From an optimization exercise on the open Yosys and OpenROAD flow, aimed at a short achievable clock period and few clock cycles; shortcuts taken in it are not production practice. Only simulation tests tie the RTL to the original design; equivalence was not proved. No activity file was given, so power comes from the tool's default toggle rates.

[flow/config.mk]
export PLATFORM = sky130hd
export DESIGN_NAME = rv_lite_core
export DESIGN_NICKNAME = rv_lite_core
export VERILOG_FILES = /design/flow/design.v
export SDC_FILE = /design/flow/constraint.sdc
export NUM_CORES = 4
export LEC_CHECK = 0
export CAP_MARGIN = 20
export CORE_MARGIN = 2
export CORE_UTILIZATION = 40
export PLACE_DENSITY = 0.6
export SETUP_SLACK_MARGIN = 0.5
export SLEW_MARGIN = 20
[flow/constraint.sdc]
create_clock -name core_clock -period 10.0 [get_ports {clk}]
set_input_delay 2.0000 -clock core_clock [delete_from_list [all_inputs] [get_ports {clk}]]
set_output_delay 2.0000 -clock core_clock [all_outputs]
set_load 0.01 [all_outputs]
[flow/design.v]
`default_nettype none
package rv_lite_pkg;
  parameter int XLEN = 32;
  typedef logic [XLEN-1:0] word_t;
  typedef enum logic [6:0] {
    OP      = 7'b0110011,
    OP_IMM  = 7'b0010011,
    LUI     = 7'b0110111,
    AUIPC   = 7'b0010111,
    JAL     = 7'b1101111,
    JALR    = 7'b1100111,
    BRANCH  = 7'b1100011,
    LOAD    = 7'b0000011,
    STORE   = 7'b0100011,
    ILLEGAL = 7'b0000000    
  } opcode_t;
  typedef enum logic [3:0] {
    ALU_ADD   = 4'd0,
    ALU_SUB   = 4'd1,
    ALU_SLL   = 4'd2,
    ALU_SLT   = 4'd3,
    ALU_SLTU  = 4'd4,
    ALU_XOR   = 4'd5,
    ALU_SRL   = 4'd6,
    ALU_SRA   = 4'd7,
    ALU_OR    = 4'd8,
    ALU_AND   = 4'd9,
    ALU_PASSB = 4'd10    
  } alu_op_t;
  typedef enum logic [1:0] {
    MS_BYTE = 2'd0,
    MS_HALF = 2'd1,
    MS_WORD = 2'd2
  } mem_size_t;
  typedef enum logic [1:0] {
    ST_FETCH = 2'd0,
    ST_EXEC  = 2'd1,
    ST_MEM   = 2'd2
  } state_t;
endpackage
`default_nettype wire
`default_nettype none
module rv_lite_regfile
#(
  parameter int NREGS = 16
) (
  input  logic       clk,
  input  logic [3:0] i_rs1_addr,
  input  logic [3:0] i_rs2_addr,
  output rv_lite_pkg::word_t      o_rs1_data,
  output rv_lite_pkg::word_t      o_rs2_data,
  input  logic       i_we,         
  input  logic [3:0] i_rd_addr,
  input  rv_lite_pkg::word_t      i_rd_data
);
  rv_lite_pkg::word_t regs [1:NREGS-1];
  rv_lite_pkg::word_t rd1, rd2;
  always_comb begin
    rd1 = '0;
    rd2 = '0;
    for (int i = 1; i < NREGS; i++) begin
      if (i_rs1_addr == 4'(i)) rd1 = regs[i];
      if (i_rs2_addr == 4'(i)) rd2 = regs[i];
    end
  end
  assign o_rs1_data = (i_we && i_rd_addr == i_rs1_addr) ? i_rd_data : rd1;
  assign o_rs2_data = (i_we && i_rd_addr == i_rs2_addr) ? i_rd_data : rd2;
  always_ff @(posedge clk) begin
    for (int i = 1; i < NREGS; i++)
      if (i_we && i_rd_addr == 4'(i))
        regs[i] <= i_rd_data;
  end
endmodule
`default_nettype wire
`default_nettype none
module rv_lite_core
#(
  parameter int    NREGS    = 16,
  parameter logic [31:0] RESET_PC = '0
) (
  input  logic       clk,
  input  logic       xreset,
  output logic       o_imem_valid,
  output rv_lite_pkg::word_t      o_imem_addr,
  input  logic       i_imem_ready,
  input  rv_lite_pkg::word_t      i_imem_rdata,
  output logic       o_dmem_valid,
  output logic       o_dmem_we,
  output rv_lite_pkg::word_t      o_dmem_addr,
  output rv_lite_pkg::word_t      o_dmem_wdata,
  output logic [3:0] o_dmem_strb,
  input  logic       i_dmem_ready,
  input  rv_lite_pkg::word_t      i_dmem_rdata
);
  typedef logic [31:0] word_t;
  word_t      f_pc;
  logic       d_valid;
  word_t      d_ir;
  word_t      d_pc;
  logic       e_valid;
  word_t      e_a, e_b, e_sd, e_alt;
  logic       e_fa_m, e_fa_w, e_fb_m, e_fb_w, e_fs_m, e_fs_w;
  logic       e_add, e_sub, e_sll, e_srl, e_sra, e_slt, e_sltu, e_xor, e_or, e_and, e_link;
  logic       e_br, e_pred, e_jalr, e_load, e_store;
  logic       e_beq, e_bne, e_blt, e_bge, e_bltu, e_bgeu;
  logic [2:0] e_f3;
  logic [3:0] e_rd;
  logic       e_wen;
  logic       m_req, m_we, m_load, m_wen;
  word_t      m_addr, m_res, m_wdata;
  logic [3:0] m_strb;
  logic [2:0] m_f3;
  logic [3:0] m_rd;
  logic       w_wen;
  logic [3:0] w_rd;
  word_t      w_res;
  logic mstall;        
  logic lu_stall;      
  logic e_redir;       
  word_t e_tgt;
  logic d_redir;       
  word_t d_tgt;
  logic d_go;
  assign mstall = m_req && !i_dmem_ready;
  logic [6:0] op;
  logic [2:0] f3;
  logic [3:0] rs1, rs2, rd;
  logic is_op, is_opimm, is_lui, is_auipc, is_jal, is_jalr, is_br, is_load, is_store;
  logic use1, use2, d_wen;
  word_t imm_i, imm_s, imm_b, imm_u, imm_j;
  word_t rf1, rf2;
  word_t d_pc4, d_pcimm;
  assign op  = d_ir[6:0];
  assign f3  = d_ir[14:12];
  assign rd  = d_ir[10:7];
  assign rs1 = d_ir[18:15];
  assign rs2 = d_ir[23:20];
  assign is_op    = (op == 7'b0110011);
  assign is_opimm = (op == 7'b0010011);
  assign is_lui   = (op == 7'b0110111);
  assign is_auipc = (op == 7'b0010111);
  assign is_jal   = (op == 7'b1101111);
  assign is_jalr  = (op == 7'b1100111);
  assign is_br    = (op == 7'b1100011);
  assign is_load  = (op == 7'b0000011);
  assign is_store = (op == 7'b0100011);
  assign use1  = is_op || is_opimm || is_jalr || is_br || is_load || is_store;
  assign use2  = is_op || is_br || is_store;
  assign d_wen = (is_op || is_opimm || is_lui || is_auipc || is_jal || is_jalr || is_load) &&
                 (rd != 4'd0);
  assign imm_i = {{20{d_ir[31]}}, d_ir[31:20]};
  assign imm_s = {{20{d_ir[31]}}, d_ir[31:25], d_ir[11:7]};
  assign imm_b = {{19{d_ir[31]}}, d_ir[31], d_ir[7], d_ir[30:25], d_ir[11:8], 1'b0};
  assign imm_u = {d_ir[31:12], 12'h000};
  assign imm_j = {{11{d_ir[31]}}, d_ir[31], d_ir[19:12], d_ir[20], d_ir[30:21], 1'b0};
  assign d_pc4   = d_pc + 32'd4;
  assign d_pcimm = d_pc + (is_jal ? imm_j : imm_b);
  logic d_pred;
  assign d_pred  = is_br && d_ir[31];
  assign d_redir = d_go && (d_pred || (is_jal && imm_j != 32'd4));
  assign d_tgt   = d_pcimm;
  rv_lite_regfile #(.NREGS(NREGS)) u_regfile (
    .clk        (clk),
    .i_rs1_addr (rs1),   .i_rs2_addr (rs2),
    .o_rs1_data (rf1),   .o_rs2_data (rf2),
    .i_we       (w_wen), .i_rd_addr  (w_rd),  .i_rd_data (w_res)
  );
  logic h1_e, h1_m, h2_e, h2_m;
  assign h1_e = e_valid && e_wen && (e_rd == rs1);
  assign h1_m = m_wen && (m_rd == rs1);
  assign h2_e = e_valid && e_wen && (e_rd == rs2);
  assign h2_m = m_wen && (m_rd == rs2);
  assign lu_stall = d_valid && e_valid && e_load && e_wen &&
                    ((use1 && e_rd == rs1) || (use2 && e_rd == rs2));
  assign d_go = d_valid && !mstall && !lu_stall && !e_redir;
  word_t a, b, sd;
  word_t r_add, r_sub, r_sll, r_srl, r_sra, r_res;
  logic  eq, lt, ltu, taken;
  assign a  = e_fa_m ? m_res : e_fa_w ? w_res : e_a;
  assign b  = e_fb_m ? m_res : e_fb_w ? w_res : e_b;
  assign sd = e_fs_m ? m_res : e_fs_w ? w_res : e_sd;
  assign r_add = a + b;
  assign r_sub = a - b;
  assign r_sll = a << b[4:0];
  assign r_srl = a >> b[4:0];
  assign r_sra = word_t'($signed(a) >>> b[4:0]);
  assign eq    = (a == b);
  assign lt    = ($signed(a) < $signed(b));
  assign ltu   = (a < b);
  assign r_res = ({32{e_add}}  & r_add) |
                 ({32{e_sub}}  & r_sub) |
                 ({32{e_sll}}  & r_sll) |
                 ({32{e_srl}}  & r_srl) |
                 ({32{e_sra}}  & r_sra) |
                 ({32{e_slt}}  & {31'd0, lt}) |
                 ({32{e_sltu}} & {31'd0, ltu}) |
                 ({32{e_xor}}  & (a ^ b)) |
                 ({32{e_or}}   & (a | b)) |
                 ({32{e_and}}  & (a & b)) |
                 ({32{e_link}} & e_alt);
  assign taken = (e_beq && eq) || (e_bne && !eq) || (e_blt && lt) || (e_bge && !lt) ||
                 (e_bltu && ltu) || (e_bgeu && !ltu);
  assign e_redir = e_valid && !mstall && (e_jalr || (e_br && (taken != e_pred)));
  assign e_tgt   = e_jalr ? {r_add[31:1], 1'b0} : e_alt;
  word_t      st_data;
  logic [3:0] st_strb;
  always_comb begin
    case (e_f3[1:0])
      2'd0: begin
        st_data = {4{sd[7:0]}};
        st_strb = 4'b0001 << r_add[1:0];
      end
      2'd1: begin
        st_data = {2{sd[15:0]}};
        st_strb = r_add[1] ? 4'b1100 : 4'b0011;
      end
      default: begin
        st_data = sd;
        st_strb = 4'b1111;
      end
    endcase
  end
  assign o_imem_valid = 1'b1;
  assign o_imem_addr  = f_pc;
  assign o_dmem_valid = m_req;
  assign o_dmem_we    = m_we;
  assign o_dmem_addr  = m_addr;
  assign o_dmem_wdata = m_wdata;
  assign o_dmem_strb  = m_strb;
  logic [7:0]  ld_byte;
  logic [15:0] ld_half;
  word_t       ld_data;
  always_comb begin
    case (m_addr[1:0])
      2'd0:    ld_byte = i_dmem_rdata[7:0];
      2'd1:    ld_byte = i_dmem_rdata[15:8];
      2'd2:    ld_byte = i_dmem_rdata[23:16];
      default: ld_byte = i_dmem_rdata[31:24];
    endcase
    ld_half = m_addr[1] ? i_dmem_rdata[31:16] : i_dmem_rdata[15:0];
    case (m_f3[1:0])
      2'd0:    ld_data = {{24{ld_byte[7] & !m_f3[2]}}, ld_byte};
      2'd1:    ld_data = {{16{ld_half[15] & !m_f3[2]}}, ld_half};
      default: ld_data = i_dmem_rdata;
    endcase
  end
  always_ff @(posedge clk) begin
    if (!xreset) begin
      f_pc    <= RESET_PC;
      d_valid <= 1'b0;
      e_valid <= 1'b0;
      m_req   <= 1'b0;
      m_wen   <= 1'b0;
      w_wen   <= 1'b0;
    end else if (!mstall) begin
      if (e_redir)
        f_pc <= e_tgt;
      else if (lu_stall)
        f_pc <= f_pc;
      else if (d_redir)
        f_pc <= d_tgt;
      else if (i_imem_ready)
        f_pc <= f_pc + 32'd4;
      if (e_redir)
        d_valid <= 1'b0;
      else if (!lu_stall)
        d_valid <= i_imem_ready && !d_redir;
      e_valid <= d_go;
      m_req  <= e_valid && (e_load || e_store);
      m_wen  <= e_valid && e_wen;
      w_wen  <= m_wen;
    end
  end
  always_ff @(posedge clk) begin
    if (!mstall) begin
      if (!lu_stall || e_redir) begin
        d_ir <= i_imem_rdata;
        d_pc <= f_pc;
      end
      if (!lu_stall) begin
        e_a     <= is_lui ? 32'd0 : (is_auipc || is_jal) ? d_pc : rf1;
        e_b     <= (is_op || is_br) ? rf2 :
                   is_store ? imm_s :
                   (is_lui || is_auipc) ? imm_u :
                   is_jal ? 32'd4 : imm_i;
        e_sd    <= rf2;
        e_alt   <= (is_br && !d_pred) ? d_pcimm : d_pc4;
        e_fa_m  <= use1 && h1_e;
        e_fa_w  <= use1 && !h1_e && h1_m;
        e_fb_m  <= use2 && !is_store && h2_e;
        e_fb_w  <= use2 && !is_store && !h2_e && h2_m;
        e_fs_m  <= h2_e;
        e_fs_w  <= !h2_e && h2_m;
        e_add   <= !(is_op || is_opimm || is_jalr) || ((is_op || is_opimm) && f3 == 3'd0 && !(is_op && d_ir[30]));
        e_sub   <= is_op && f3 == 3'd0 && d_ir[30];
        e_sll   <= (is_op || is_opimm) && f3 == 3'd1;
        e_slt   <= (is_op || is_opimm) && f3 == 3'd2;
        e_sltu  <= (is_op || is_opimm) && f3 == 3'd3;
        e_xor   <= (is_op || is_opimm) && f3 == 3'd4;
        e_srl   <= (is_op || is_opimm) && f3 == 3'd5 && !d_ir[30];
        e_sra   <= (is_op || is_opimm) && f3 == 3'd5 && d_ir[30];
        e_or    <= (is_op || is_opimm) && f3 == 3'd6;
        e_and   <= (is_op || is_opimm) && f3 == 3'd7;
        e_link  <= is_jalr;
        e_br    <= is_br;
        e_pred  <= d_pred;
        e_jalr  <= is_jalr;
        e_load  <= is_load;
        e_store <= is_store;
        e_beq   <= f3 == 3'd0;
        e_bne   <= f3 == 3'd1;
        e_blt   <= f3 == 3'd4;
        e_bge   <= f3 == 3'd5;
        e_bltu  <= f3 == 3'd6;
        e_bgeu  <= f3 == 3'd7;
        e_f3    <= f3;
        e_rd    <= rd;
        e_wen   <= d_wen;
      end
      m_we    <= e_store;
      m_load  <= e_load;
      m_addr  <= r_add;
      m_res   <= r_res;
      m_wdata <= st_data;
      m_strb  <= e_store ? st_strb : 4'b0000;
      m_f3    <= e_f3;
      m_rd    <= e_rd;
      w_res   <= m_load ? ld_data : m_res;
      w_rd    <= m_rd;
    end
  end
endmodule
`default_nettype wire
[flow/run.sh]
#!/bin/bash
# synth_recipe.tcl (not shown) runs the flow's synth.tcl, then flattens the netlist and writes it again
# the make line also repeats each setting of config.mk as NAME=value (left out here)
make -C /OpenROAD-flow-scripts/flow DESIGN_CONFIG=/design/flow/config.mk WORK_HOME=/design/flow/orfs CLKGATE_MAP_FILE= SYNTH_SCRIPT=/design/flow/synth_recipe.tcl finish
==> results of run 1 <==
[cells in the mapped netlist, drive strengths merged, types with 10 or more instances]
cell     number  share of area, %
o22ai        37              0.45
edfxtp      852                50
o31ai        19              0.29
o21ai       342               3.4
a221o        31              0.61
a22oi       184               2.7
ha          129               3.2
nand3       144               1.4
a21oi       366               3.6
o211ai      100               1.5
a21o         37              0.54
clkbuf      280               2.1
a211oi       43              0.64
nor3         93              0.91
or3          17              0.21
nor2        443               3.3
and3         30              0.37
nor2b        38              0.47
a32oi        10              0.17
nand2b       28              0.34
o21a         71               1.0
mux2i       223               4.4
inv         146               1.1
o221ai       31              0.53
nand4        32              0.39
mux2         56               1.2
dfxtp        37               1.5
a221oi       53              0.91
nand2       448               3.3
nor4         16              0.20
xnor2        87               1.5
buf          66              0.57
mux4         29               1.3
o2111ai      17              0.29
a222oi       43              0.84
and2         24              0.30
xor2         55              0.94
o21bai       23              0.34
a22o         22              0.38
a31oi        54              0.66
[metrics by stage]
stage               cells  total power, µW
floorplan            4885             6062
global placement     6506             7309
detailed placement   6506             7297
CTS                  6684            10830
global route         6684            11200
finish               6686            10930
[state kept, by name, indices dropped and copies added, names as in the netlist, 32 cells and up]
| register | count |
|---|---|
| u_regfile.regs | 480 |
| m_addr | 32 |
| f_pc | 32 |
| d_ir | 32 |
| d_pc | 32 |
| w_res | 32 |
| e_sd | 32 |
| e_b | 32 |
| e_alt | 32 |
| e_a | 32 |
| m_wdata | 32 |
| m_res | 32 |
[logic make-up (layout without fill, tap and decap cells)]
group | Yosys count | in the layout
buffers and inverters | 494 | 631
adders and majority gates | 132 | 132
DFF | 889 | 889
and+or+nand+nor | 1350 | 1350
AOI/OAI and AO/OA | 1569 | 1569
other | 1 | 3
muxes | 308 | 308
xor gates and xnor gates | 142 | 142
[power by group]
group / switching (µW) / total, µW / leakage (µW) / internal (µW)
logic: 1440 / 2180 / 0.0103 / 737
clock network: 1610 / 3580 / 0.00151 / 1970
registers: 564 / 5170 / 0.00873 / 4610
[path summary, 6_finish.rpt]
check / cells past startpoint / slack (ns) / endpoint / startpoint
setup reg to reg: 17 / 3.55 / f_pc[30] / w_res[2]
hold / removal: 0 / 0.42 / m_f3[2] / e_f3[2]
hold reg to reg: 0 / 0.42 / m_f3[2] / e_f3[2]
setup / recovery: 17 / 3.55 / f_pc[30] / w_res[2]
[per-layer routing]
metal  track usage (%)  share of wire, %
met3             9.672                13
met1             45.46                38
met4             17.89               6.3
met2             50.83                43
met5                 0             0.030
[final cells by class]
| class | instances | area, µm² | area share, % |
|---|---|---|---|
| multi-input combinational | 3502 | 23100 | 39.90 |
| antenna | 2 | 5.005 | 0.008644 |
| tap | 1662 | 2079 | 3.592 |
| clock buffer | 120 | 2565 | 4.430 |
| timing repair buffer | 305 | 2725 | 4.707 |
| clock inverter | 58 | 536.8 | 0.9271 |
| sequential | 889 | 26330 | 45.47 |
| inverter | 148 | 560.5 | 0.9681 |
==> key figures, run 1 <==
Placed design
  – GPL Wtd Cong: around 1.1
  – Cell Area, Placed: about 55000 µm²
  – Detail Placement HPWL: 161700 µm
  – Pre-CTS setup slack: 3.926 ns
  – Port bufs: 169

Flow run
  – # Max-Cap Violations: 0

Synth
  – Netlist cell types: slightly below 90
  – Post-synth EDFFs: roughly 850
  – Mapped Cells: roughly 4900
  – Mux contribution to synthesized area: just under 7%
  – Synthesized area: a little over 50000 µm²
  – Register area share after synthesis: just over 50%
  – Ys async rst share: 0%
  – Synthesized-area fraction occupied by adder cells: between 3 and 4%
  – XOR/XNOR Fraction of Synth Area: 2.435%
  – Largest family of logic cells by synthesized area: compound AO/OA/AOI/OAI gates
  – Syn avg cell area: about 10 µm²
  – Yosys reg bits: around 890
  – YS warnings: 3
  – Post-Synth Simple-Gate Area: approximately an eighth
  – Compound-Gate Fraction of Synth Area: between 20 and 25%
  – Net Count, Synth: 5085
  – Top FF cell, synth: edfxtp_1

Power and ir drop
  – Pwr dens: between 150 and 200 nW/µm²
  – Leakage power: between 0.02 and 0.025 µW
  – Worst VDD drop: 0.1421 mV

Die
  – Rows: around 130
  – Die width: ~360 µm
  – Initial core utilization: around two fifths
  – Overall die height: around 360 µm
  – Area of the die: ~130000 µm²
  – Core Box Area: ~130000 µm²
  – IO Count: 171

Setup path
  – Most used cell, CP: a21oi_1
  – CP peak stage delay: ~0.87 ns
  – Family with the most delay on the worst path: compound AO/OA/AOI/OAI gates
  – Critical Path End Type: register
  – CP max-delay cell: edfxtp_1
  – Classification of the worst setup path: register to register
  – Crit path DAT: about 7 ns
  – Critical path cell sequence: mux2i_1 -> o21a_2 -> buf_4 -> inv_1 -> buf_4 -> ha_1 -> a211oi_1 -> o21ai_0 -> a31oi_1 -> nor4b_1 -> o41ai_1 -> a21oi_1 -> a21o_1 -> a21oi_1 -> xnor2_1 -> o2bb2a_1 -> a21oi_1
  – Worst path bufs/invs: 3
  – Worst-path fanout max: 47
  – Critical Path Start Type: register
  – WP data required: approximately 11 ns

Global route
  – Vias in the first global route: around 42000
  – Largest net degree at the start of global routing: 150
  – Initial antenna violation count: 9
  – Final global-route overflow total: 0
  – First-pass GRT wire length: roughly 320000 µm
  – GRT Total Usage: 34.24%

Routing
  – DRC errors left: 0
  – WL/cell: 34.44 µm
  – Vias per std cell: about 6.7
  – Antenna Nets Post-Route: 0
  – Via count: between 40000 and 50000
  – DRT iter0 DRCs: 7710
  – Post-Route WL: 230200 µm
  – DRT Pass-1 Iters: 6

Finish
  – Layout area overhead: 13.37%
  – Layout Utilization: between 40% and 50%
  – Commonest cells after routing, fill and taps aside: 852 x edfxtp_1, 446 x nand2_1, 424 x nor2_1
  – Final Cell Area: a little under 60000 µm²
  – Share of layout cells above drive strength 1: around 9%
  – Most common cell after layout, fill and taps aside: edfxtp_1
  – Nets@finish: slightly above 5000
  – # fillers: 11830

Clock network
  – CTS root buf: clkbuf_16
  – Hold Buf Count CTS: 0
  – H-tree Lvls: 3
  – Maximum clock path buffer count: 3
  – Latest clock arrival within the worst-skew pair: roughly 0.74 ns
  – CTS Sinks: around 890
  – CTS resizes: 0
  – # Post-CTS Setup Buffers: 0
  – CTS buffer count: slightly below 100
  – CTS tree: yes
  – Worst-path clk slew: ~0.06 ns

Timing
  – Post-route minimum period: 6.454 ns
  – Setup TNS: 0 ns
  – Hold WS: 0.4244 ns
  – Setup repair after global routing missed its margin: no
  – Worst slew pin tran: 1.281 ns
  – Final hold vios: 0
  – Fmax: between 0.15 and 0.2 GHz
  – Clk_skew: roughly 0.044 ns
  – Final-report setup violation count: 0
  – Setup ws final: about 3.5 ns
  – Final Cycle Share: around 65%
  – Max-slew headroom: between 10 and 15%
  – Slew Limit Fails: 0

Min path
  – Worst hold path type: register to register

Outcome
  – Status: complete, no violations
Testbench counts, summed over its fixed seeds: cycles 9,235.
==> inputs of run 2 (changes only) <==
--- a/flow/design.v
+++ b/flow/design.v
@@ -95,12 +95,15 @@
   typedef logic [31:0] word_t;
   word_t      f_pc;
+  logic       bt_valid;
+  logic [31:2] bt_pc, bt_tgt;
   logic       d_valid;
   word_t      d_ir;
   word_t      d_pc;
+  logic       d_bp;        
   logic       e_valid;
   word_t      e_a, e_b, e_sd, e_alt;
-  logic       e_fa_m, e_fa_w, e_fb_m, e_fb_w, e_fs_m, e_fs_w;
+  logic       e_fa_m, e_fb_m, e_fs_m;
   logic       e_add, e_sub, e_sll, e_srl, e_sra, e_slt, e_sltu, e_xor, e_or, e_and, e_link;
-  logic       e_br, e_pred, e_jalr, e_load, e_store;
+  logic       e_br, e_pred, e_jalr, e_load, e_store, e_skip1;
   logic       e_beq, e_bne, e_blt, e_bge, e_bltu, e_bgeu;
   logic [2:0] e_f3;
@@ -122,5 +125,11 @@
   word_t d_tgt;
   logic d_go;
+  logic e_skip;        
+  logic bt_hit;
   assign mstall = m_req && !i_dmem_ready;
+  logic [7:0]  ld_byte;
+  logic [15:0] ld_half;
+  word_t       ld_data;
+  assign bt_hit = bt_valid && (bt_pc == f_pc[31:2]);
   logic [6:0] op;
   logic [2:0] f3;
@@ -158,6 +167,6 @@
   logic d_pred;
   assign d_pred  = is_br && d_ir[31];
-  assign d_redir = d_go && (d_pred || (is_jal && imm_j != 32'd4));
-  assign d_tgt   = d_pcimm;
+  assign d_redir = d_go && (d_bp ? !d_pred : (d_pred || (is_jal && imm_j != 32'd4)));
+  assign d_tgt   = (is_jal || (d_pred && !d_bp)) ? d_pcimm : d_pc4;
   rv_lite_regfile #(.NREGS(NREGS)) u_regfile (
     .clk        (clk),
@@ -167,17 +176,21 @@
   );
   logic h1_e, h1_m, h2_e, h2_m;
+  word_t m_val, op1, op2;
   assign h1_e = e_valid && e_wen && (e_rd == rs1);
   assign h1_m = m_wen && (m_rd == rs1);
   assign h2_e = e_valid && e_wen && (e_rd == rs2);
   assign h2_m = m_wen && (m_rd == rs2);
+  assign m_val = m_load ? ld_data : m_res;
+  assign op1 = h1_m ? m_val : rf1;
+  assign op2 = h2_m ? m_val : rf2;
   assign lu_stall = d_valid && e_valid && e_load && e_wen &&
                     ((use1 && e_rd == rs1) || (use2 && e_rd == rs2));
-  assign d_go = d_valid && !mstall && !lu_stall && !e_redir;
+  assign d_go = d_valid && !mstall && !lu_stall && !e_redir && !e_skip;
   word_t a, b, sd;
   word_t r_add, r_sub, r_sll, r_srl, r_sra, r_res;
   logic  eq, lt, ltu, taken;
-  assign a  = e_fa_m ? m_res : e_fa_w ? w_res : e_a;
-  assign b  = e_fb_m ? m_res : e_fb_w ? w_res : e_b;
-  assign sd = e_fs_m ? m_res : e_fs_w ? w_res : e_sd;
+  assign a  = e_fa_m ? m_res : e_a;
+  assign b  = e_fb_m ? m_res : e_b;
+  assign sd = e_fs_m ? m_res : e_sd;
   assign r_add = a + b;
   assign r_sub = a - b;
@@ -201,5 +214,6 @@
   assign taken = (e_beq && eq) || (e_bne && !eq) || (e_blt && lt) || (e_bge && !lt) ||
                  (e_bltu && ltu) || (e_bgeu && !ltu);
-  assign e_redir = e_valid && !mstall && (e_jalr || (e_br && (taken != e_pred)));
+  assign e_skip  = e_valid && !mstall && e_br && e_skip1 && d_valid && taken;
+  assign e_redir = e_valid && !mstall && (e_jalr || (e_br && (e_pred ? !taken : (taken && !(e_skip1 && d_valid)))));
   assign e_tgt   = e_jalr ? {r_add[31:1], 1'b0} : e_alt;
   word_t      st_data;
@@ -228,7 +242,4 @@
   assign o_dmem_wdata = m_wdata;
   assign o_dmem_strb  = m_strb;
-  logic [7:0]  ld_byte;
-  logic [15:0] ld_half;
-  word_t       ld_data;
   always_comb begin
     case (m_addr[1:0])
@@ -248,4 +259,5 @@
     if (!xreset) begin
       f_pc    <= RESET_PC;
+      bt_valid <= 1'b0;
       d_valid <= 1'b0;
       e_valid <= 1'b0;
@@ -261,5 +273,7 @@
         f_pc <= d_tgt;
       else if (i_imem_ready)
-        f_pc <= f_pc + 32'd4;
+        f_pc <= bt_hit ? {bt_tgt, 2'b00} : f_pc + 32'd4;
+      if (d_go && d_pred && !d_bp)
+        bt_valid <= 1'b1;
       if (e_redir)
         d_valid <= 1'b0;
@@ -277,19 +291,22 @@
         d_ir <= i_imem_rdata;
         d_pc <= f_pc;
+        d_bp <= bt_hit;
+      end
+      if (d_go && d_pred && !d_bp) begin
+        bt_pc  <= d_pc[31:2];
+        bt_tgt <= d_pcimm[31:2];
       end
       if (!lu_stall) begin
-        e_a     <= is_lui ? 32'd0 : (is_auipc || is_jal) ? d_pc : rf1;
-        e_b     <= (is_op || is_br) ? rf2 :
+        e_a     <= is_lui ? 32'd0 : (is_auipc || is_jal) ? d_pc : op1;
+        e_b     <= (is_op || is_br) ? op2 :
                    is_store ? imm_s :
                    (is_lui || is_auipc) ? imm_u :
                    is_jal ? 32'd4 : imm_i;
-        e_sd    <= rf2;
+        e_sd    <= op2;
         e_alt   <= (is_br && !d_pred) ? d_pcimm : d_pc4;
         e_fa_m  <= use1 && h1_e;
-        e_fa_w  <= use1 && !h1_e && h1_m;
         e_fb_m  <= use2 && !is_store && h2_e;
-        e_fb_w  <= use2 && !is_store && !h2_e && h2_m;
         e_fs_m  <= h2_e;
-        e_fs_w  <= !h2_e && h2_m;
+        e_skip1 <= !d_pred && (imm_b == 32'd8);
         e_add   <= !(is_op || is_opimm || is_jalr) || ((is_op || is_opimm) && f3 == 3'd0 && !(is_op && d_ir[30]));
         e_sub   <= is_op && f3 == 3'd0 && d_ir[30];
--- a/flow/config.mk
+++ b/flow/config.mk
@@ -6,8 +6,9 @@
 export NUM_CORES = 4
 export LEC_CHECK = 0
+export ABC_CLOCK_PERIOD_IN_PS = 2500
 export CAP_MARGIN = 20
 export CORE_MARGIN = 2
 export CORE_UTILIZATION = 40
 export PLACE_DENSITY = 0.6
-export SETUP_SLACK_MARGIN = 0.5
+export SETUP_SLACK_MARGIN = 5
 export SLEW_MARGIN = 20
==> run 2 against run 1 <==
Still clean. Hold slack better by 0.0014 ns. Non-clock buffer count is 42 higher. Maximum frequency is 28% higher. Combinational power is about 10% higher. Register-to-register slack better by 1.5 ns. Sequential power is 7.2% higher. Area after synthesis is 5.0% higher. Global-route usage is 2.4 points higher. Setup slack better by 1.4 ns. Final area is 7.2% higher. Utilization is 1.0 points higher. Clock skew is 0.027 ns higher. Largest cell class unchanged.
==> key figures, run 2 <==
Outcome
  – Status: complete, no violations

Timing
  – Setup ws final: 4.944 ns (+1.398 ns)
  – Final-report setup violation count: 0 (unchanged)
  – Clk_skew: 0.07074 ns (+0.02672 ns)
  – Setup TNS: 0 ns (unchanged)
  – Slew Limit Fails: 0 (unchanged)
  – Worst slew pin tran: 1.352 ns (+0.07080 ns)
  – Setup repair after global routing missed its margin: yes
  – Final hold vios: 0 (unchanged)
  – Fmax: 0.1978 GHz (+28%)
  – Max-slew headroom: 9.872% (-3.6 points)
  – Final Cycle Share: 50.56% (-14 points)
  – Post-route minimum period: 5.056 ns (-1.398 ns)

Global route
  – Vias in the first global route: 43720 (+5.0%)
  – Initial antenna violation count: 17 (+8)
  – GRT Total Usage: 36.63% (+2.4 points)
  – Final global-route overflow total: 0 (unchanged)
  – Largest net degree at the start of global routing: 99 (-34%)
  – First-pass GRT wire length: 352900 µm (+10%)

Synth
  – Synthesized-area fraction occupied by adder cells: 3.120% (-0.16 points)
  – Ys async rst share: 0% (unchanged)
  – Top FF cell, synth: edfxtp_1
  – Post-synth top area cell: edfxtp_1
  – Post-synth EDFFs: 911 (+6.9%)
  – Synth cell count leaders: 911 x edfxtp_1, 455 x nor2_1, 433 x nand2_1, 427 x a21oi_1, 377 x o21ai_0
  – Mux contribution to synthesized area: 5.189% (-1.7 points)
  – Synth area leaders: edfxtp_1 51%, a21oi_1 4.0%, o21ai_0 3.5%
  – YS warnings: 3 (unchanged)
  – Net Count, Synth: 5288 (+4.0%)
  – Compound-Gate Fraction of Synth Area: 21.08% (+0.71 points)
  – Netlist cell types: 100 (+12%)
  – Synthesized area: 53650 µm² (+5.0%)
  – Post-Synth Simple-Gate Area: 11.64% (-0.12 points)
  – Mapped Cells: 5088 (+4.2%)
  – XOR/XNOR Fraction of Synth Area: 2.922% (+0.49 points)
  – Largest family of logic cells by synthesized area: compound AO/OA/AOI/OAI gates
  – Syn avg cell area: 10.54 µm² (+0.86%)
  – Top-area cell type share of the netlist area: 50.99% (+0.89 points)
  – Most frequent cell after synthesis: edfxtp_1
  – Yosys reg bits: 949 (+6.7%)
  – Register area share after synthesis: 52.41% (+0.86 points)

Min path
  – Min-delay src: e_f3[2]
  – Worst hold path type: register to register

Finish
  – Nets@finish: 5393 (+4.8%)
  – Share of layout cells above drive strength 1: 10.67% (+1.9 points)
  – Layout area overhead: 15.67%
  – Most flop-heavy register: u_regfile.regs
  – # fillers: 12380 (+4.6%)
  – Max FFs per register: 480 (unchanged)
  – Commonest cells after routing, fill and taps aside: 911 x edfxtp_1, 432 x nand2_1, 432 x nor2_1
  – Register Area: 28120 µm² (+6.8%)
  – Most common cell after layout, fill and taps aside: edfxtp_1
  – Multi-input gate area: 24340 µm² (+5.4%)

Die
  – Overall die height: 370.2 µm (+2.5%)
  – Initial core utilization: 40.25% (+0.098 points)
  – Die width: 370.2 µm (+2.5%)
  – IO Count: 171 (unchanged)
  – Rows: 134 (+2.3%)
  – Area of the die: 137100 µm² (+5.0%)
  – Core Box Area: 133300 µm² (+4.8%)

Routing
  – Max Used Layer: met5
  – Vias per std cell: 6.762 (+1.1%)
  – Antenna Nets Post-Route: 0 (unchanged)
  – Metal-1 WL: 98630 µm (+13%)
  – DRT Pass-1 Iters: 9 (+3)
  – Via count: 47680 (+6.6%)
  – WL/cell: 36.65 µm (+6.4%)
  – Routed wire length on met2: 109100 µm (+11%)
  – DRT iter0 DRCs: 8550 (+11%)
  – Post-Route WL: 258400 µm (+12%)
  – DRC errors left: 0 (unchanged)
  – Metal3 WL: 33710 µm (+12%)

Setup path
  – Critical Path Source: i_dmem_rdata[31]
  – R2r setup slk: 5.03 ns (+1.48 ns)
  – Critical Path Start Type: primary input
  – CP max-delay cell: clkdlybuf4s50_1
  – WP data required: 10.48 ns (-0.17 ns)
  – Reg2reg start: e_fa_m
  – CP peak stage delay: 0.58 ns (-0.29 ns)
  – Crit Reg-Reg Endpoint: bt_tgt[3]
  – Worst-path fanout max: 16 (-66%)
  – Critical Path End Type: register
  – Most used cell, CP: o21ai_0
  – Worst path bufs/invs: 1 (-2)
  – Critical path cell sequence: clkdlybuf4s50_1 -> mux4_2 -> and2_1 -> o21ai_0 -> nand2_1 -> a21o_1 -> o21ai_0 -> o21ai_0 -> a221o_1
  – Worst setup path endpoint: e_b[25]
  – Crit path DAT: 5.54 ns (-1.57 ns)
  – Family with the most delay on the worst path: compound AO/OA/AOI/OAI gates
  – Classification of the worst setup path: primary input to register
  – WP depth: 9 (-8)
  – R2R cell count: 16 (-1)

Flow run
  – # Max-Cap Violations: 0 (unchanged)

Power and ir drop
  – Pwr Total: 11990 µW (+9.8%)
  – Pwr dens: 193.3 nW/µm² (+2.4%)
  – Worst VDD drop: 0.2201 mV (+55%)
  – Leakage power: 0.02222 µW (+8.1%)

Clock network
  – Latest clock arrival within the worst-skew pair: 0.77 ns (+0.03 ns)
  – Maximum clock path buffer count: 3 (unchanged)
  – CTS root buf: clkbuf_16
  – H-tree Lvls: 3 (unchanged)
  – Hold Buf Count CTS: 0 (unchanged)
  – Worst-path clk slew: 0.06 ns (about the same)
  – CTS buffer count: 104 (+6.1%)
  – CTS tree: yes
  – CTS Sinks: 949 (+6.7%)

Placed design
  – GPL Wtd Cong: 1.031 (-2.8%)
  – Port bufs: 169 (unchanged)
  – Detail Placement HPWL: 187100 µm (+16%)
  – Pre-CTS setup slack: 3.526 ns (-0.4000 ns)
[run 2: cell types whose count changed after synthesis, moves of 18 or more]
cell	previous run	this run
a21oi_1	366	427
edfxtp_1	852	911
o21a_1	71	25
mux2i_1	223	178
o21ai_0	340	377
xor2_1	55	90
a221oi_1	53	85
nand3_1	142	114
a22o_1	22	42
nand4_1	32	50
[run 2: routing by layer]
metal	track usage [%]	vias to the layer above
met2	53.15	3702
met4	20.65	10
met5	0	-
met1	48.94	23460
li1	-	19830
met3	10.47	686
[run 2: timing repair]
item,CTS,global route
setup endpoints to repair,204,251
buffers inserted,10,21
cloned,5,4
resized for setup,64,52
hold endpoints to repair,0,0
pin swaps,6,8
[run 2: stage by stage]
step                hold slack (ns)  std cells  utilization [%]  cell area, µm²
finish                       0.4258       7051            46.56           62060
global route                 0.4445       7048            46.55           62050
floorplan                    0.4003       5088                -           53750
detailed placement           0.4146       6815            43.19           57570
global placement             0.4052       6815            43.18           57550
CTS                          0.4287       7021            46.19           61560
[run 2: how the worst min path moves through the flow]
stage                    to  slack [ns]  cells past startpoint
floorplan           m_f3[2]        0.40                      0
finish              m_f3[2]        0.43                      0
global route        m_f3[2]        0.44                      0
CTS                 m_f3[2]        0.43                      0
detailed placement  m_f3[2]        0.41                      0
global placement    m_f3[2]        0.41                      0
[run 2: cell type report]
type                            count  area share (%)
Antenna cell                        5         0.02016
Clock buffer                      124           4.399
Clock inverter                     67           1.272
Inverter                          148          0.9395
Multi-Input combinational cell   3643           39.23
Sequential cell                   949           45.31
Tap cell                         1768           3.565
Timing Repair Buffer              347           5.272
[run 2: power breakdown]
part           switching, µW  internal, µW  total (µW)
Clock                   1760          2300        4060
Sequential               637          4900        5540
Combinational           1610           787        2400
[run 2: kinds of logic after synthesis]
group | count (synthesis)
flops | 949
compound gates | 1700
fa+ha+maj | 132
xor+xnor | 179
buf+inv | 501
mux | 246
simple gates | 1380
other cells | 1
Testbench counts of run 2, summed over its fixed seeds: cycles 8,871.
==> inputs of run 3 (changes only) <==
==> flow/flow/run.sh (new file) <==
#!/bin/bash
set -euo pipefail
MARGIN=${MARGIN:-7}
sed -e "s/SETUP_SLACK_MARGIN=[0-9.]*/SETUP_SLACK_MARGIN=$MARGIN/" standard.sh > standard_margin.sh
bash standard_margin.sh > standard.log 2>&1
==> flow/standard.sh (new file) <==
#!/bin/bash
# synth_recipe.tcl (not shown) runs the flow's synth.tcl, then flattens the netlist and writes it again
# the make line also repeats each setting of config.mk as NAME=value (left out here)
make -C /OpenROAD-flow-scripts/flow DESIGN_CONFIG=/design/flow/config.mk WORK_HOME=/design/flow/orfs CLKGATE_MAP_FILE= SYNTH_SCRIPT=/design/flow/synth_recipe.tcl "${@:-finish}"
removed: flow/run.sh
==> run 3 against run 2 <==
Sequential power hardly changed. Area after synthesis is the same. Combinational power is about 50% higher. Total power is 9.2% higher. Largest cell class is now multi-input combinational cells.
==> key figures, run 3 <==
Clock network
  – CTS root buf: clkbuf_16
  – CTS buffer count: 103 (-0.96%)
  – Maximum clock path buffer count: 3 (unchanged)
  – Worst-path clk slew: 0.06 ns (about the same)
  – H-tree Lvls: 3 (unchanged)
  – CTS tree: yes
  – Latest clock arrival within the worst-skew pair: 0.75 ns (-0.02 ns)
  – CTS Sinks: 949 (unchanged)

Setup path
  – Reg2reg start: e_fb_m
  – Crit path DAT: 5.11 ns (-0.43 ns)
  – CP max-delay cell: or4_4
  – Critical path cell sequence: buf_6 -> buf_12 -> mux2i_4 -> ha_4 -> or4_4 -> nand4b_1 -> nor4_4 -> mux2i_1 -> and3_1 -> o31a_1 -> o21a_4 -> buf_12 -> o211ai_4 -> nor4_4 -> buf_6 -> buf_6 -> buf_6 -> buf_16
  – WP depth: 18 (+9)
  – Worst-path fanout max: 8 (-8)
  – Worst setup path endpoint: bt_tgt[27]
  – Classification of the worst setup path: register to register
  – WP data required: 10.47 ns (about the same)
  – Crit Reg-Reg Endpoint: bt_tgt[27]
  – R2r setup slk: 5.35 ns (+0.32 ns)
  – R2R cell count: 18 (+2)
  – CP peak stage delay: 0.54 ns (-0.04 ns)
  – Critical Path End Type: register
  – Critical Path Start Type: register
  – Worst path bufs/invs: 7 (+6)
  – Most used cell, CP: buf_6
  – Family with the most delay on the worst path: simple AND/OR/NAND/NOR gates
  – Critical Path Source: e_fb_m

Routing
  – DRC errors left: 0 (unchanged)
  – DRT iter0 DRCs: 9705 (+14%)
  – Post-Route WL: 285100 µm (+10%)
  – Antenna Nets Post-Route: 0 (unchanged)
  – Via count: 52780 (+11%)
  – DRT Pass-1 Iters: 12 (+3)
  – Vias per std cell: 6.923 (+2.4%)
  – WL/cell: 37.39 µm (+2.0%)

Synth
  – Most frequent cell after synthesis: edfxtp_1
  – Net Count, Synth: 5288 (unchanged)
  – Post-synth top area cell: edfxtp_1
  – Post-synth EDFFs: 911 (unchanged)
  – Yosys reg bits: 949 (unchanged)
  – Synth cell count leaders: 911 x edfxtp_1, 455 x nor2_1, 433 x nand2_1, 427 x a21oi_1, 377 x o21ai_0
  – Ys async rst share: 0% (unchanged)
  – Synthesized area: 53650 µm² (unchanged)
  – Mapped Cells: 5088 (unchanged)
  – Top FF cell, synth: edfxtp_1
  – YS warnings: 3 (unchanged)
  – Netlist cell types: 100 (unchanged)
  – Register area share after synthesis: 52.41% (unchanged)
  – Top-area cell type share of the netlist area: 50.99% (unchanged)
  – Syn avg cell area: 10.54 µm² (unchanged)
  – Synth area leaders: edfxtp_1 51%, a21oi_1 4.0%, o21ai_0 3.5%

Timing
  – Setup TNS: 0 ns (unchanged)
  – Fmax: 0.2151 GHz (+8.7%)
  – Setup repair after global routing missed its margin: yes
  – Final hold vios: 0 (unchanged)
  – Clk_skew: 0.07275 ns (+0.002012 ns)
  – Final-report setup violation count: 0 (unchanged)
  – Hold WS: 0.4211 ns (-0.004689 ns)
  – Worst slew pin tran: 1.225 ns (-0.1267 ns)
  – Final Cycle Share: 46.49% (-4.1 points)
  – Max-slew headroom: 18.32% (+8.4 points)
  – Post-route minimum period: 4.649 ns (-0.4064 ns)
  – Slew Limit Fails: 0 (unchanged)

Finish
  – Share of layout cells above drive strength 1: 32.93% (+22 points)
  – # fillers: 11110 (-10%)
  – Register Area: 28220 µm² (+0.37%)
  – Most flop-heavy register: u_regfile.regs
  – Multi-input gate area: 29480 µm² (+21%)
  – Nets@finish: 5968 (+11%)
  – Layout area overhead: 37.96%
  – Layout Utilization: 55.53% (+9.0 points)
  – Most common cell after layout, fill and taps aside: edfxtp_1
  – Max FFs per register: 480 (unchanged)
  – Post-route insts no fill: 7624 (+8.1%)
  – Commonest cells after routing, fill and taps aside: 911 x edfxtp_1, 403 x buf_4, 393 x nand2_1

Die
  – Overall die height: 370.2 µm (unchanged)
  – IO Count: 171 (unchanged)
  – Initial core utilization: 40.25% (unchanged)
  – Rows: 134 (unchanged)
  – Die width: 370.2 µm (unchanged)
  – Core Box Area: 133300 µm² (unchanged)
  – Area of the die: 137100 µm² (unchanged)

Placed design
  – Port bufs: 169 (unchanged)
  – Placed insts: 6800 (-0.22%)
  – Detail Placement HPWL: 184500 µm (-1.4%)
  – GPL Wtd Cong: 1.069 (+3.7%)

Power and ir drop
  – Worst VDD drop: 0.1604 mV (-27%)
  – Pwr dens: 177.0 nW/µm² (-8.4%)
  – Leakage power: 0.02732 µW (+23%)

Global route
  – Vias in the first global route: 47650 (+9.0%)
  – Largest net degree at the start of global routing: 81 (-18%)
  – Initial antenna violation count: 13 (-4)
  – First-pass GRT wire length: 382600 µm (+8.4%)
  – Final global-route overflow total: 0 (unchanged)
  – GRT Total Usage: 39.71% (+3.1 points)

Outcome
  – Status: complete, no violations

Min path
  – Hold depth: 0 (unchanged)
  – Worst hold path type: register to register

Flow run
  – # Max-Cap Violations: 0 (unchanged)
==> run 3: cell counts after synthesis <==
Identical to the previous run, type by type.
==> run 3: cells by family after synthesis <==
group,after synthesis,synth area share [%]
flip-flops,949,52.41
AND/OR/NAND/NOR,1380,11.64
XOR/XNOR,179,2.922
AO/OA/AOI/OAI,1700,21.08
buffers and inverters,501,3.629
other,1,0.006990
multiplexers,246,5.189
adder cells (fa/ha/maj),132,3.120
==> run 3: worst min-delay path by stage <==
stage                  from      end  slack [ns]
floorplan           e_f3[2]  m_f3[2]        0.40
global placement    e_f3[2]  m_f3[2]        0.40
detailed placement  e_f3[2]  m_f3[2]        0.41
CTS                 e_f3[2]  m_f3[2]        0.42
global route        e_f3[2]  m_f3[2]        0.43
finish              e_f3[2]  m_f3[2]        0.42
==> run 3: power breakdown <==
part           total [µW]  internal, µW  switching (µW)
sequential           5550          4900             654
combinational        3590          1490            2110
clock                3960          2200            1760
==> run 3: final cells by class <==
class / instances / area share [%]
multi-input cells: 3651 / 39.84
flip-flops and latches: 949 / 38.13
repair buffers: 912 / 13.50
clock buffers: 121 / 3.587
well taps: 1768 / 2.989
clock inverters: 68 / 1.029
inverters: 148 / 0.8503
repair inverters: 3 / 0.06593
diodes: 4 / 0.01352
==> run 3: per-layer routing <==
metal  GRT usage [%]  vias to the layer above  routed length [µm]  part of all wire [%]
met5          0.3846                        -                 150                 0.053
met4           26.35                       14               24720                   8.7
met3           13.00                     1177               43010                    15
met2           56.43                     4928              116400                    41
met1           51.44                    25650              100800                    35
li1                -                    21010                   -                     -
==> run 3: stage by stage <==
| step | setup WS (ns) | cell area [µm²] | total power, µW |
|---|---|---|---|
| after floorplan | 3.443 | 54940 | 6516 |
| after global placement | 3.517 | 58110 | 7830 |
| after detailed placement | 3.494 | 58110 | 7821 |
| after CTS | 5.462 | 70500 | 12490 |
| after global routing | 5.249 | 74000 | 13300 |
| final | 5.351 | 74010 | 13100 |
==> run 3: repair_timing <==
action	CTS	global route
gates cloned	56	17
resized for setup	1551	376
hold buffers	0	0
setup buffers	373	185
setup endpoints to repair	745	676
pin swaps	273	228
==> inputs of run 4 (changes only) <==
--- a/flow/design.v
+++ b/flow/design.v
@@ -100,8 +100,12 @@
   word_t      d_ir;
   word_t      d_pc;
+  word_t      e_pc;
   logic       d_bp;        
+  logic [21:0] d_pcj_lo;               
+  logic [13:0] d_pcb_lo;               
+  word_t      d_pc4r;                  
+  logic       d_jal, d_brb, d_jfar;    
   logic       e_valid;
   word_t      e_a, e_b, e_sd, e_alt;
-  logic       e_fa_m, e_fb_m, e_fs_m;
   logic       e_add, e_sub, e_sll, e_srl, e_sra, e_slt, e_sltu, e_xor, e_or, e_and, e_link;
   logic       e_br, e_pred, e_jalr, e_load, e_store, e_skip1;
@@ -132,4 +136,22 @@
   word_t       ld_data;
   assign bt_hit = bt_valid && (bt_pc == f_pc[31:2]);
+  word_t f_ir, f_pc4;
+  logic [21:0] f_pcj_lo;
+  logic [13:0] f_pcb_lo;
+  assign f_ir  = i_imem_rdata;
+  assign f_pcj_lo = {1'b0, f_pc[20:0]} + {1'b0, f_ir[31], f_ir[19:12], f_ir[20], f_ir[30:21], 1'b0};
+  assign f_pcb_lo = {1'b0, f_pc[12:0]} + {1'b0, f_ir[31], f_ir[7], f_ir[30:25], f_ir[11:8], 1'b0};
+  assign f_pc4 = f_pc + 32'd4;
+  word_t f_seq;
+  always_comb begin
+    if (lu_stall)
+      f_seq = f_pc;
+    else if (d_want)
+      f_seq = d_tgt;
+    else if (i_imem_ready)
+      f_seq = bt_hit ? {bt_tgt, 2'b00} : f_pc4;
+    else
+      f_seq = f_pc;
+  end
   logic [6:0] op;
   logic [2:0] f3;
@@ -163,10 +185,29 @@
   assign imm_u = {d_ir[31:12], 12'h000};
   assign imm_j = {{11{d_ir[31]}}, d_ir[31], d_ir[19:12], d_ir[20], d_ir[30:21], 1'b0};
-  assign d_pc4   = d_pc + 32'd4;
-  assign d_pcimm = d_pc + (is_jal ? imm_j : imm_b);
+  assign d_pc4   = d_pc4r;
+  word_t d_pcj, d_pcb;
+  logic [31:21] d_hj;
+  logic [31:13] d_hb;
+  always_comb begin
+    case ({d_pcj_lo[21], d_ir[31]})
+      2'b10:   d_hj = d_pc[31:21] + 11'd1;
+      2'b01:   d_hj = d_pc[31:21] - 11'd1;
+      default: d_hj = d_pc[31:21];
+    endcase
+    case ({d_pcb_lo[13], d_ir[31]})
+      2'b10:   d_hb = d_pc[31:13] + 19'd1;
+      2'b01:   d_hb = d_pc[31:13] - 19'd1;
+      default: d_hb = d_pc[31:13];
+    endcase
+  end
+  assign d_pcj   = {d_hj, d_pcj_lo[20:0]};
+  assign d_pcb   = {d_hb, d_pcb_lo[12:0]};
+  assign d_pcimm = d_jal ? d_pcj : d_pcb;
   logic d_pred;
-  assign d_pred  = is_br && d_ir[31];
-  assign d_redir = d_go && (d_bp ? !d_pred : (d_pred || (is_jal && imm_j != 32'd4)));
-  assign d_tgt   = (is_jal || (d_pred && !d_bp)) ? d_pcimm : d_pc4;
+  assign d_pred  = d_brb;
+  logic d_want;        
+  assign d_want  = d_valid && (d_bp ? !d_pred : (d_pred || d_jfar));
+  assign d_redir = d_go && d_want;
+  assign d_tgt   = (d_jal || (d_pred && !d_bp)) ? d_pcimm : d_pc4;
   rv_lite_regfile #(.NREGS(NREGS)) u_regfile (
     .clk        (clk),
@@ -186,11 +227,11 @@
   assign lu_stall = d_valid && e_valid && e_load && e_wen &&
                     ((use1 && e_rd == rs1) || (use2 && e_rd == rs2));
-  assign d_go = d_valid && !mstall && !lu_stall && !e_redir && !e_skip;
+  assign d_go = d_valid && !lu_stall && !e_redir && !e_skip;
   word_t a, b, sd;
   word_t r_add, r_sub, r_sll, r_srl, r_sra, r_res;
   logic  eq, lt, ltu, taken;
-  assign a  = e_fa_m ? m_res : e_a;
-  assign b  = e_fb_m ? m_res : e_b;
-  assign sd = e_fs_m ? m_res : e_sd;
+  assign a  = e_a;
+  assign b  = e_b;
+  assign sd = e_sd;
   assign r_add = a + b;
   assign r_sub = a - b;
@@ -214,6 +255,8 @@
   assign taken = (e_beq && eq) || (e_bne && !eq) || (e_blt && lt) || (e_bge && !lt) ||
                  (e_bltu && ltu) || (e_bgeu && !ltu);
-  assign e_skip  = e_valid && !mstall && e_br && e_skip1 && d_valid && taken;
-  assign e_redir = e_valid && !mstall && (e_jalr || (e_br && (e_pred ? !taken : (taken && !(e_skip1 && d_valid)))));
+  logic e_skip_ok;
+  assign e_skip_ok = e_skip1 && d_valid && !d_want;
+  assign e_skip  = e_valid && e_br && e_skip_ok && taken;
+  assign e_redir = e_valid && (e_jalr || (e_br && (e_pred ? !taken : (taken && !e_skip_ok))));
   assign e_tgt   = e_jalr ? {r_add[31:1], 1'b0} : e_alt;
   word_t      st_data;
@@ -256,94 +299,95 @@
     endcase
   end
+  word_t rpc;
+  assign rpc = e_valid ? e_pc : d_valid ? d_pc : f_pc;
   always_ff @(posedge clk) begin
     if (!xreset) begin
-      f_pc    <= RESET_PC;
+      f_pc     <= RESET_PC;
       bt_valid <= 1'b0;
-      d_valid <= 1'b0;
-      e_valid <= 1'b0;
-      m_req   <= 1'b0;
-      m_wen   <= 1'b0;
-      w_wen   <= 1'b0;
-    end else if (!mstall) begin
-      if (e_redir)
-        f_pc <= e_tgt;
-      else if (lu_stall)
-        f_pc <= f_pc;
-      else if (d_redir)
-        f_pc <= d_tgt;
-      else if (i_imem_ready)
-        f_pc <= bt_hit ? {bt_tgt, 2'b00} : f_pc + 32'd4;
-      if (d_go && d_pred && !d_bp)
+      d_valid  <= 1'b0;
+      e_valid  <= 1'b0;
+      m_req    <= 1'b0;
+      m_wen    <= 1'b0;
+      w_wen    <= 1'b0;
+    end else begin
+      f_pc <= mstall ? rpc : e_redir ? e_tgt : f_seq;
+      if (d_valid && d_pred && !d_bp)
         bt_valid <= 1'b1;
-      if (e_redir)
+      if (mstall || e_redir)
         d_valid <= 1'b0;
       else if (!lu_stall)
-        d_valid <= i_imem_ready && !d_redir;
-      e_valid <= d_go;
-      m_req  <= e_valid && (e_load || e_store);
-      m_wen  <= e_valid && e_wen;
-      w_wen  <= m_wen;
+        d_valid <= i_imem_ready && !d_want;
+      e_valid <= d_go && !mstall;
+      if (!mstall) begin
+        m_req <= e_valid && (e_load || e_store);
+        m_wen <= e_valid && e_wen;
+      end
+      w_wen <= m_wen && !mstall;
     end
   end
   always_ff @(posedge clk) begin
+    if (!lu_stall) begin
+      d_ir <= i_imem_rdata;
+      d_pc <= f_pc;
+      d_bp <= bt_hit;
+      d_pcj_lo <= f_pcj_lo;
+      d_pcb_lo <= f_pcb_lo;
+      d_pc4r <= f_pc4;
+      d_jal  <= f_ir[6:0] == 7'b1101111;
+      d_brb  <= f_ir[6:0] == 7'b1100011 && f_ir[31];
+      d_jfar <= f_ir[6:0] == 7'b1101111 && f_ir[31:12] != 20'h00400;
+    end
+    if (d_valid && d_pred && !d_bp) begin
+      bt_pc  <= d_pc[31:2];
+      bt_tgt <= d_pcimm[31:2];
+    end
+    e_pc    <= d_pc;
+    e_a     <= (use1 && h1_e) ? r_res :
+               is_lui ? 32'd0 : (is_auipc || is_jal) ? d_pc : op1;
+    e_b     <= (use2 && !is_store && h2_e) ? r_res :
+               (is_op || is_br) ? op2 :
+               is_store ? imm_s :
+               (is_lui || is_auipc) ? imm_u :
+               is_jal ? 32'd4 : imm_i;
+    e_sd    <= h2_e ? r_res : op2;
+    e_alt   <= (is_br && !d_pred) ? d_pcimm : d_pc4;
+    e_skip1 <= !d_pred && (imm_b == 32'd8);
+    e_add   <= !(is_op || is_opimm || is_jalr) || ((is_op || is_opimm) && f3 == 3'd0 && !(is_op && d_ir[30]));
+    e_sub   <= is_op && f3 == 3'd0 && d_ir[30];
+    e_sll   <= (is_op || is_opimm) && f3 == 3'd1;
+    e_slt   <= (is_op || is_opimm) && f3 == 3'd2;
+    e_sltu  <= (is_op || is_opimm) && f3 == 3'd3;
+    e_xor   <= (is_op || is_opimm) && f3 == 3'd4;
+    e_srl   <= (is_op || is_opimm) && f3 == 3'd5 && !d_ir[30];
+    e_sra   <= (is_op || is_opimm) && f3 == 3'd5 && d_ir[30];
+    e_or    <= (is_op || is_opimm) && f3 == 3'd6;
+    e_and   <= (is_op || is_opimm) && f3 == 3'd7;
+    e_link  <= is_jalr;
+    e_br    <= is_br;
+    e_pred  <= d_pred;
+    e_jalr  <= is_jalr;
+    e_load  <= is_load;
+    e_store <= is_store;
+    e_beq   <= f3 == 3'd0;
+    e_bne   <= f3 == 3'd1;
+    e_blt   <= f3 == 3'd4;
+    e_bge   <= f3 == 3'd5;
+    e_bltu  <= f3 == 3'd6;
+    e_bgeu  <= f3 == 3'd7;
+    e_f3    <= f3;
+    e_rd    <= rd;
+    e_wen   <= d_wen;
     if (!mstall) begin
-      if (!lu_stall || e_redir) begin
-        d_ir <= i_imem_rdata;
-        d_pc <= f_pc;
-        d_bp <= bt_hit;
-      end
-      if (d_go && d_pred && !d_bp) begin
-        bt_pc  <= d_pc[31:2];
-        bt_tgt <= d_pcimm[31:2];
-      end
-      if (!lu_stall) begin
-        e_a     <= is_lui ? 32'd0 : (is_auipc || is_jal) ? d_pc : op1;
-        e_b     <= (is_op || is_br) ? op2 :
-                   is_store ? imm_s :
-                   (is_lui || is_auipc) ? imm_u :
-                   is_jal ? 32'd4 : imm_i;
-        e_sd    <= op2;
-        e_alt   <= (is_br && !d_pred) ? d_pcimm : d_pc4;
-        e_fa_m  <= use1 && h1_e;
-        e_fb_m  <= use2 && !is_store && h2_e;
-        e_fs_m  <= h2_e;
-        e_skip1 <= !d_pred && (imm_b == 32'd8);
-        e_add   <= !(is_op || is_opimm || is_jalr) || ((is_op || is_opimm) && f3 == 3'd0 && !(is_op && d_ir[30]));
-        e_sub   <= is_op && f3 == 3'd0 && d_ir[30];
-        e_sll   <= (is_op || is_opimm) && f3 == 3'd1;
-        e_slt   <= (is_op || is_opimm) && f3 == 3'd2;
-        e_sltu  <= (is_op || is_opimm) && f3 == 3'd3;
-        e_xor   <= (is_op || is_opimm) && f3 == 3'd4;
-        e_srl   <= (is_op || is_opimm) && f3 == 3'd5 && !d_ir[30];
-        e_sra   <= (is_op || is_opimm) && f3 == 3'd5 && d_ir[30];
-        e_or    <= (is_op || is_opimm) && f3 == 3'd6;
-        e_and   <= (is_op || is_opimm) && f3 == 3'd7;
-        e_link  <= is_jalr;
-        e_br    <= is_br;
-        e_pred  <= d_pred;
-        e_jalr  <= is_jalr;
-        e_load  <= is_load;
-        e_store <= is_store;
-        e_beq   <= f3 == 3'd0;
-        e_bne   <= f3 == 3'd1;
-        e_blt   <= f3 == 3'd4;
-        e_bge   <= f3 == 3'd5;
-        e_bltu  <= f3 == 3'd6;
-        e_bgeu  <= f3 == 3'd7;
-        e_f3    <= f3;
-        e_rd    <= rd;
-        e_wen   <= d_wen;
-      end
       m_we    <= e_store;
       m_load  <= e_load;
       m_addr  <= r_add;
-      m_res   <= r_res;
       m_wdata <= st_data;
       m_strb  <= e_store ? st_strb : 4'b0000;
       m_f3    <= e_f3;
       m_rd    <= e_rd;
-      w_res   <= m_load ? ld_data : m_res;
-      w_rd    <= m_rd;
     end
+    m_res   <= r_res;
+    w_res   <= m_load ? ld_data : m_res;
+    w_rd    <= m_rd;
   end
 endmodule
==> flow/flow/run.sh (replaced) <==
#!/bin/bash
set -euo pipefail
MARGIN=${MARGIN:-7}
sed -e "s/SETUP_SLACK_MARGIN=[0-9.]*/SETUP_SLACK_MARGIN=$MARGIN \"BUFFER_PORTS_ARGS=-buffer_cell sky130_fd_sc_hd__buf_4\"/" standard.sh > standard_tuned.sh
bash standard_tuned.sh > standard.log 2>&1
==> run 4 against run 3 <==
Still clean. Register-to-register slack improved by 0.75 ns. Setup slack better by 0.75 ns. Critical path depth decreased by 2. Clock-buffer cell count rose by 26. Final area is 0.64% lower.
==> key figures, run 4 <==
Outcome
  – Status: complete, no violations

Finish
  – Nets@finish: 6009 (+0.69%)
  – Layout Utilization: 53.55% (-2.0 points)
  – Final Cell Area: 73540 µm² (-0.64%)
  – Multi-input gate area: 30000 µm² (+1.8%)
  – Most common cell after layout, fill and taps aside: edfxtp_1
  – Post-route insts no fill: 7680 (+0.73%)
  – Layout area overhead: 33.11%
  – Register Area: 28630 µm² (+1.4%)
  – Most flop-heavy register: u_regfile.regs
  – Commonest cells after routing, fill and taps aside: 749 x edfxtp_1, 478 x buf_4, 359 x nand2_1
  – Max FFs per register: 480 (unchanged)
  – Share of layout cells above drive strength 1: 32.95% (about the same)
  – # fillers: 11550 (+3.9%)

Global route
  – Largest net degree at the start of global routing: 69 (-15%)
  – First-pass GRT wire length: 353800 µm (-7.5%)
  – GRT Total Usage: 34.69% (-5.0 points)
  – Vias in the first global route: 47740 (+0.20%)
  – Final global-route overflow total: 0 (unchanged)
  – Initial antenna violation count: 10 (-3)

Synth
  – Mapped Cells: 5252 (+3.2%)
  – Syn avg cell area: 10.52 µm² (-0.23%)
  – Yosys reg bits: 1045 (+10%)
  – Register area share after synthesis: 51.43% (-0.97 points)
  – Most frequent cell after synthesis: edfxtp_1
  – YS warnings: 3 (unchanged)
  – Ys async rst share: 0% (unchanged)
  – Synth cell count leaders: 749 x edfxtp_1, 418 x nor2_1, 387 x nand2_1, 345 x a21oi_1, 344 x o21ai_0
  – Net Count, Synth: 5478 (+3.6%)
  – Synthesized area: 55250 µm² (+3.0%)
  – Post-synth EDFFs: 749 (-18%)
  – Synth area leaders: edfxtp_1 41%, dfxtp_1 11%, ha_1 3.4%
  – Post-synth top area cell: edfxtp_1
  – Top FF cell, synth: edfxtp_1
  – Top-area cell type share of the netlist area: 40.71% (-10 points)
  – Netlist cell types: 101 (+1.0%)

Clock network
  – CTS tree: yes
  – Hold Buf Count CTS: 0 (unchanged)
  – CTS buffer count: 113 (+9.7%)
  – Latest clock arrival within the worst-skew pair: 0.79 ns (+0.04 ns)
  – Worst-path clk slew: 0.06 ns (about the same)
  – CTS root buf: clkbuf_16
  – H-tree Lvls: 3 (unchanged)
  – CTS Sinks: 1045 (+10%)
  – Maximum clock path buffer count: 3 (unchanged)

Setup path
  – Reg2reg start: e_b[0]
  – Critical Path End Type: register
  – CP max-delay cell: ha_1
  – Critical path cell sequence: buf_4 -> inv_1 -> ha_1 -> nor2_2 -> nand4_1 -> nor3_4 -> mux2i_2 -> nand2_2 -> a21oi_4 -> nor2_4 -> mux2_4 -> buf_6 -> o22ai_4 -> buf_12 -> a2111oi_4 -> a311oi_1
  – WP data required: 10.65 ns (+0.18 ns)
  – Family with the most delay on the worst path: simple AND/OR/NAND/NOR gates
  – Classification of the worst setup path: register to register
  – Critical Path Source: e_b[0]
  – Crit path DAT: 4.55 ns (-0.56 ns)
  – Worst-path fanout max: 9 (+1)
  – CP peak stage delay: 0.44 ns (-0.10 ns)
  – Critical Path Start Type: register
  – Worst path bufs/invs: 4 (-3)

Timing
  – Setup repair after global routing missed its margin: yes
  – Fmax: 0.2565 GHz (+19%)
  – Clk_skew: 0.04020 ns (-0.03255 ns)
  – Post-route minimum period: 3.898 ns (-0.7512 ns)
  – Final Cycle Share: 38.98% (-7.5 points)
  – Max-slew headroom: 24.82% (+6.5 points)
  – Slew Limit Fails: 0 (unchanged)
  – Setup TNS: 0 ns (unchanged)
  – Final hold vios: 0 (unchanged)
  – Final-report setup violation count: 0 (unchanged)
  – Worst slew pin tran: 1.121 ns (-0.1045 ns)

Min path
  – Min-delay src: e_f3[2]
  – Worst hold path type: register to register

Placed design
  – Cell Area, Placed: 59170 µm² (+1.8%)
  – Placed insts: 6980 (+2.6%)
  – GPL Wtd Cong: 1.005 (-6.0%)
  – Port bufs: 169 (unchanged)
  – Detail Placement HPWL: 160700 µm (-13%)

Die
  – Overall die height: 375.7 µm (+1.5%)
  – Area of the die: 141100 µm² (+3.0%)
  – IO Count: 171 (unchanged)
  – Initial core utilization: 40.23% (about the same)
  – Rows: 136 (+1.5%)
  – Core Box Area: 137300 µm² (+3.0%)
  – Die width: 375.7 µm (+1.5%)

Routing
  – DRT Pass-1 Iters: 7 (-5)
  – Vias per std cell: 6.723 (-2.9%)
  – WL/cell: 33.35 µm (-11%)
  – Via count: 51630 (-2.2%)
  – Antenna Nets Post-Route: 0 (unchanged)
  – DRT iter0 DRCs: 9057 (-6.7%)
  – DRC errors left: 0 (unchanged)
  – Post-Route WL: 256100 µm (-10%)

Power and ir drop
  – Worst VDD drop: 0.1685 mV (+5.1%)
  – Leakage power: 0.02697 µW (-1.3%)
  – Pwr dens: 183.1 nW/µm² (+3.4%)

Flow run
  – # Max-Cap Violations: 0 (unchanged)
## run 4: cell types whose count changed in the layout (fill, tap and decap cells not counted), moves of 37 or more
cell / change
a21oi_1: -96
edfxtp_1: -162
dfxtp_1: +213
buf_4: +75
o21ai_0: -70
a22oi_1: +78
inv_1: +76
buf_2: -66
clkdlybuf4s50_1: -37
## run 4: what timing repair did
action / CTS / global route
pin swaps: 198 / 235
setup buffers: 307 / 144
setup endpoints to repair: 555 / 306
gates cloned: 28 / 3
resized for setup: 948 / 426
## run 4: worst paths after layout
kind	to	slack, ns	cells after the start
setup / recovery	f_pc[24]	6.10	16
hold / removal	m_f3[2]	0.42	0
setup reg to reg	f_pc[24]	6.10	16
hold reg to reg	m_f3[2]	0.42	0
## run 4: worst reg2reg max path: stages (launching register included)
cell and delay (ns):
dfxtp_4 0.38, buf_4 0.21, inv_1 0.21, ha_1 0.44, nor2_2 0.22, nand4_1 0.23
nor3_4 0.28, mux2i_2 0.29, nand2_2 0.09, a21oi_4 0.18, nor2_4 0.07, mux2_4 0.36
buf_6 0.15, o22ai_4 0.15, buf_12 0.19, a2111oi_4 0.06, a311oi_1 0.28
## run 4: metal layers
layer,vias up,track usage [%],routed length [µm]
li1,21170,-,-
met1,25310,48.69,99110
met2,4345,48.32,103200
met3,800,10.68,38440
met4,6,16.67,15350
met5,-,0,46
## run 4: final cells by class
type / count / share of cell area (%)
antenna: 4 / 0.01361
clock buffer: 147 / 4.272
clock inverter: 67 / 1.026
inverter: 215 / 1.191
multi-input combinational: 3636 / 40.79
sequential: 1045 / 38.93
tap: 1794 / 3.052
timing repair buffer: 769 / 10.66
timing repair inverter: 3 / 0.05614
## run 4: logic make-up after synthesis
group | count (synthesis) | share of synthesized area [%]
other | 1 | 0.006787
AO/OA/AOI/OAI | 1678 | 20.62
AND/OR/NAND/NOR | 1336 | 11.22
adder cells (fa/ha/maj) | 158 | 3.660
XOR/XNOR | 169 | 2.679
multiplexers | 288 | 6.291
flip-flops | 1045 | 51.43
buffers and inverters | 577 | 4.088
## run 4: through the flow
step | hold slack [ns] | setup WS, ns | total power (µW)
floorplan | 0.3462 | 5.269 | 6833
global placement | 0.3964 | 4.747 | 7889
detailed placement | 0.4107 | 4.696 | 7903
CTS | 0.4182 | 6.152 | 12990
global route | 0.4229 | 6.045 | 13770
finish | 0.4170 | 6.102 | 13470
## run 4: power by group
group | switching (µW) | leakage (µW) | internal (µW) | total, µW
sequential | 483 | 0.00968 | 5150 | 5630
clock | 1890 | 0.00191 | 2540 | 4430
combinational | 1940 | 0.0154 | 1460 | 3400
Testbench counts of run 4, summed over its fixed seeds: cycles 8,871.

==> port drivers added, routing unchanged <==
The results above use ideal ports. As a check the final layouts listed here were re-extracted and re-timed, cells and wires unchanged. Step 1 sets driving cells, clkbuf_16 on the clock port and buf_2 on the other inputs (assumed; they add their load-dependent delay and slew). Step 2 moves the port delays by t, midway between the first and last clock arrival at a register: inputs arrive t later, outputs are due t later. That takes back most of the time a late clock gives input paths. Three values: ideal ports, drivers, drivers and shift; two values: the first two.
run	t (ns)	setup WS [ns]	worst hold slack (ns)
run 1	0.796	3.546 / 3.546 / 3.546	0.424 / 0.424 / 0.424
run 2	0.816	4.944 / 4.998 / 4.182	0.426 / 0.426 / 0.426
run 3	0.796	5.351 / 5.351 / 5.351	0.421 / 0.421 / 0.421
run 4	0.841	6.102 / 6.102 / 5.509	0.417 / 0.417 / 0.417
After both steps setup and hold are still met in every run listed. The setup slack of run 2, which loses most, moves by +0.054 ns with the drivers and by -0.762 ns with both steps.
